What follows belongs to an exercise in optimizing a design on an open flow for small area; a production flow would make more cautious choices. The RTL was checked by simulation tests, not by an equivalence proof against the original design.

before:
## conv_top
module conv_top
#(
    parameter int IMG_BITS = 6    
) (
    input  wire               clk,
    input  wire               rst,
    input  wire               ready,
    input  wire [19:0]        idata,
    input  wire [19:0]        cdata_rd,
    output logic              busy,
    output logic              cwr,
    output logic              crd,
    output logic [11:0]       iaddr,
    output logic [11:0]       caddr_wr,
    output logic [11:0]       caddr_rd,
    output logic [19:0]       cdata_wr,
    output logic [2:0]        csel
);
    logic [7-1:0]     cyc;        
    logic [11:0]     pix;        
    logic            flag;       
    logic rm, rp, cm, cp, p0, q0, p1, q1;
    logic sh0, sh1, wr, rd, pw, kb, pb, lc;
    logic [8-1:0] rom_a, ctl;
    logic [8-1:0] rom_b;
    logic [7-1:0] cyc_nx;
    conv_rom_a u_rom_a (.c (cyc_nx), .o (rom_a));
    conv_rom_b u_rom_b (.c (cyc), .o (rom_b));
    assign {rm, rp, cm, cp, p0, q0, p1, q1} = ctl;
    assign {sh0, sh1, wr, rd, pw, kb, pb, lc} = rom_b;
    logic [9:0]      blk_nx;
    logic [1:0]      sub_nx;
    logic [11:0]     pix_inc;
    logic            blk_adv, img_end;
    assign blk_adv = lc & pix[1] & pix[0];
    assign img_end = blk_adv & (pix[11:2] == 10'h200);
    assign sub_nx  = {pix[1] ^ (lc & pix[0]), pix[0] ^ lc};
    assign blk_nx  = {pix[10:2], ~(pix[11] ^ pix[8]) ^ (pix[10:2] == 9'h1FF)};
    assign pix_inc = {blk_adv ? blk_nx : pix[11:2], sub_nx};
  ...
Size: ~650 cells after synthesis, roughly 75 flip-flops, about 110 I/O pins, about 0.0053 sq mm of cells after synthesis.
==> module conv_mac, before the edit <==
module conv_mac
#(
    parameter int          ACCW = 25,
    parameter logic [19:0] BC   = '0      
) (
    input  wire        clk,
    input  wire [19:0] x,
    input  wire        en,       
    input  wire        neg,      
    input  wire        bias,     
    input  wire        clr,      
    input  wire        sh,       
    output logic [19:0] res
);
    logic [ACCW-1:0] acc;
    logic [19:0]     xo;
    logic [ACCW-1:0] a, b, s;
    logic [ACCW:0]   c;
    logic            pos, ngx, one;
    assign pos = en & ~neg;      
    assign ngx = en &  neg;      
    assign one = ~en & neg;      
    assign xo  = (x & {20{pos}}) | (~x & {20{ngx}}) | {20{one}} | (BC & {20{bias}});
    always_comb begin
        for (int i = 0; i < ACCW; i++) begin
            a[i] = acc[i];
            b[i] = (i < 20) ? xo[i] : xo[19];
        end
        c[0] = neg;
        for (int i = 0; i < ACCW; i++) begin
            s[i]   = a[i] ^ b[i] ^ c[i];
            c[i+1] = (a[i] & b[i]) | (c[i] & (a[i] ^ b[i]));
        end
    end
    logic [ACCW-1:0] accn;
    always_ff @(posedge clk) begin
        accn <= ~(clr ? '0 : sh ? {s[ACCW-1], s[ACCW-1:1]} : s);
    end
    assign acc = ~accn;
    assign res = acc[19:0];
endmodule
==> module conv_top, before the edit <==
module conv_top
#(
    parameter int IMG_BITS = 6    
) (
    input  wire               clk,
    input  wire               rst,
    input  wire               ready,
    input  wire [19:0]        idata,
    input  wire [19:0]        cdata_rd,
    output logic              busy,
    output logic              cwr,
    output logic              crd,
    output logic [11:0]       iaddr,
    output logic [11:0]       caddr_wr,
    output logic [11:0]       caddr_rd,
    output logic [19:0]       cdata_wr,
    output logic [2:0]        csel
);
    logic [7-1:0]     cyc;        
    logic [11:0]     pix;        
    logic            flag;       
    logic rm, rp, cm, cp, p0, q0, p1, q1;
    logic sh0, sh1, wr, rd, pw, kb, pb, lc;
    logic [8-1:0] rom_a, ctl;
    logic [8-1:0] rom_b;
    logic [7-1:0] cyc_nx;
    conv_rom_a u_rom_a (.c (cyc_nx), .o (rom_a));
    conv_rom_b u_rom_b (.c (cyc), .o (rom_b));
    assign {rm, rp, cm, cp, p0, q0, p1, q1} = ctl;
    assign {sh0, sh1, wr, rd, pw, kb, pb, lc} = rom_b;
    logic [9:0]      blk_nx;
    logic [1:0]      sub_nx;
    logic [11:0]     pix_inc;
    logic            blk_adv, img_end;
    assign blk_adv = lc & pix[1] & pix[0];
    assign img_end = blk_adv & (pix[11:2] == 10'h200);
    assign sub_nx  = {pix[1] ^ (lc & pix[0]), pix[0] ^ lc};
    assign blk_nx  = {pix[10:2], ~(pix[11] ^ pix[8]) ^ (pix[10:2] == 9'h1FF)};
    assign pix_inc = {blk_adv ? blk_nx : pix[11:2], sub_nx};
    logic [7:0]   cc;         
    logic [7-1:0] cyc_inc;
    always_comb begin
        cc[0] = 1'b1;
        for (int i = 0; i < 7; i++) begin
            cyc_inc[i] = cyc[i] ^ cc[i];
            cc[i+1]    = cyc[i] & cc[i];
        end
    end
    always_ff @(posedge clk or posedge rst) begin
        if (rst)
            busy <= 1'b0;
        else if (busy)
            busy <= !img_end;
        else
            busy <= ready;
    end
    assign cyc_nx = (busy && !lc) ? cyc_inc : '0;
    always_ff @(posedge clk) begin
        cyc <= cyc_nx;
        ctl <= rom_a;
        pix <= busy ? pix_inc : 12'd0;
    end
    logic [5:0] row, col, nrow, ncol;
    logic [6:0] rt, ct;
    logic       pad;
    assign row = {pix[11:7], pix[1]};
    assign col = {pix[6:2],  pix[0]};
    always_comb begin
        rt[0] = rm | rp;
        ct[0] = cm | cp;
        for (int i = 0; i < 6; i++) begin
            nrow[i]  = row[i] ^ rt[i];
            ncol[i]  = col[i] ^ ct[i];
            rt[i+1]  = rt[i] & (row[i] ^ rm);
            ct[i+1]  = ct[i] & (col[i] ^ cm);
        end
    end
    assign pad   = rt[6] | ct[6];    
    assign iaddr = {nrow, ncol};
    logic        en0, en1;
    logic [19:0] res0, res1;
    logic nz0, ng0, bs0, nz1, ng1, bs1;
    assign nz0 = p0;
    assign ng0 = p0 & q0;
    assign bs0 = ~p0 & q0;
    assign nz1 = p1;
    assign ng1 = p1 & q1;
    assign bs1 = ~p1 & q1;
    assign en0 = nz0 & ~pad;
    assign en1 = nz1 & ~pad;
    logic clr;
    assign clr = lc | ~busy;    
    conv_mac #(.ACCW(23), .BC(20'h02621)) u_mac0 (
        .clk (clk), .x (idata), .en (en0), .neg (ng0), .bias (bs0),
        .clr (clr), .sh (sh0), .res (res0)
    );
    conv_mac #(.ACCW(23), .BC(20'hEE52B)) u_mac1 (
        .clk (clk), .x (idata), .en (en1), .neg (ng1), .bias (bs1),
        .clr (clr), .sh (sh1), .res (res1)
    );
    logic [18:0] val;
    logic [19:0] gc;             
    logic        k0, k1;
    assign k0  = ~kb & ~res0[19];                    
    assign k1  =  kb & ~res1[19];
    assign val = (res0[18:0] & {19{k0}}) | (res1[18:0] & {19{k1}});
    always_comb begin
        gc[0] = 1'b0;
        for (int i = 0; i < 19; i++)
            gc[i+1] = (val[i] & ~cdata_rd[i]) | (gc[i] & (val[i] | ~cdata_rd[i]));
    end
    always_ff @(posedge clk) begin
        if (rd)
            flag <= gc[19] || (pix[1:0] == 2'd0);    
    end
    assign cwr      = busy && (wr || (pw && flag));
    assign crd      = busy && rd;
    assign csel     = {pb & kb, pb ^ kb, ~kb};
    assign caddr_rd = {2'b00, pix[11:7], pix[6:2]};
    assign caddr_wr = pb ? caddr_rd : {pix[11:7], pix[1], pix[6:2], pix[0]};
    assign cdata_wr = {1'b0, val};
endmodule
Settings: LEC_CHECK=0, ABC_AREA=1, CAP_MARGIN=20, CORE_MARGIN=2, CORE_UTILIZATION=55, CTS_CLUSTER_DIAMETER=50, CTS_CLUSTER_SIZE=10, SLEW_MARGIN=20; clock period 12.5 ns.
standard.sh (not shown) runs the stock make flow with config.mk's settings and CLKGATE_MAP_FILE= SYNTH_SCRIPT=/design/flow/synth_recipe.tcl, a recipe that flattens the netlist after the stock synthesis.
==> flow/flow/run.sh <==
#!/bin/bash
set -euo pipefail
rm -rf scripts_area
cp -r "$FLOW_HOME/scripts" scripts_area
cp flow/abc_area.script scripts_area/abc_area.script
export BUFFER_PORTS_ARGS="-buffer_cell sky130_fd_sc_hd__buf_1"
export CTS_ARGS="-sink_clustering_enable -repair_clock_nets -sink_clustering_size 10 -sink_clustering_max_diameter 50 -dont_use_dummy_load"
bash standard.sh ABC_AREA=1 SCRIPTS_DIR="$PWD/scripts_area" > standard.log 2>&1
==> flow/flow/abc_area.script <==
strash
&get -n
&deepsyn -T 60
&put
dch -f
amap
topo
Here is what was changed in the inputs of after compared with before.
-- flow/design.v --
<<< before, line 78
        end
    end
    logic [ACCW-1:0] accn;
    always_ff @(posedge clk) begin
        accn <= ~(clr ? '0 : sh ? {s[ACCW-1], s[ACCW-1:1]} : s);
    end
    assign acc = ~accn;
    assign res = acc[19:0];
endmodule
>>> after, line 78
        end
    end
    always_ff @(posedge clk) begin
        acc <= clr ? '0 : sh ? {s[ACCW-1], s[ACCW-1:1]} : s;
    end
    assign res = acc[19:0];
endmodule
<<< before, line 371
    assign {rm, rp, cm, cp, p0, q0, p1, q1} = ctl;
    assign {sh0, sh1, wr, rd, pw, kb, pb, lc} = rom_b;
    logic [9:0]      blk_nx;
    logic [1:0]      sub_nx;
    logic [11:0]     pix_inc;
    logic            blk_adv, img_end;
    assign blk_adv = lc & pix[1] & pix[0];
    assign img_end = blk_adv & (pix[11:2] == 10'h200);
    assign sub_nx  = {pix[1] ^ (lc & pix[0]), pix[0] ^ lc};
    assign blk_nx  = {pix[10:2], ~(pix[11] ^ pix[8]) ^ (pix[10:2] == 9'h1FF)};
    assign pix_inc = {blk_adv ? blk_nx : pix[11:2], sub_nx};
    logic [7:0]   cc;         
    logic [7-1:0] cyc_inc;
    always_comb begin
        cc[0] = 1'b1;
        for (int i = 0; i < 7; i++) begin
>>> after, line 369
    assign {rm, rp, cm, cp, p0, q0, p1, q1} = ctl;
    assign {sh0, sh1, wr, rd, pw, kb, pb, lc} = rom_b;
    logic [12:0]     pc;         
    logic [11:0]     pix_inc;
    logic [7:0]   cc;         
    logic [7-1:0] cyc_inc;
    always_comb begin
        pc[0] = lc;
        for (int i = 0; i < 12; i++) begin
            pix_inc[i] = pix[i] ^ pc[i];
            pc[i+1]    = pix[i] & pc[i];
        end
        cc[0] = 1'b1;
        for (int i = 0; i < 7; i++) begin
<<< before, line 393
            busy <= 1'b0;
        else if (busy)
            busy <= !img_end;
        else
            busy <= ready;
>>> after, line 389
            busy <= 1'b0;
        else if (busy)
            busy <= !(lc && pc[12]);
        else
            busy <= ready;
## What came out
- before → after: global routing met3 resource utilization barely changed, synthesized cell count went up 45, number of clock buffers in the layout comparable.
- Diff before -> after: sequential fraction of total cell area lost 0.61 points, fraction of the core area covered by cells at the end of the flow went down 1.1 points.

[port drivers added, routing unchanged]
How much do the figures lean on ideal ports? The routed layouts below were timed once more, with nothing changed but the port constraints.
Step 1 sets driving cells, clkbuf_16 on the clock port and buf_2 on the other inputs (assumed; they add their load-dependent delay and slew).
Step 2 adds t to the input delays and takes it off the output delays; t is the mean of the earliest and latest rising clock arrival at the registers after step 1. Input paths then give back, and output paths get back, about the clock's delay inside the block.
Three values: ideal, step 1, step 2; two values: the first two.
run | t, ns | slack for setup (ns) | worst hold slack (ns) | slew at the worst register clock pin (ns)
before | 0.378 | 0.388 / 0.396 / 0.018 | 0.583 / 0.583 / 0.583 | 0.09 / 0.09
after | 0.383 | 0.422 / 0.436 / 0.053 | 0.526 / 0.526 / 0.526 | 0.08 / 0.08
After both steps setup and hold are still met in every run listed. For before, which loses most, drivers alone change the setup slack by +0.008 ns; drivers and shift together by -0.370 ns.
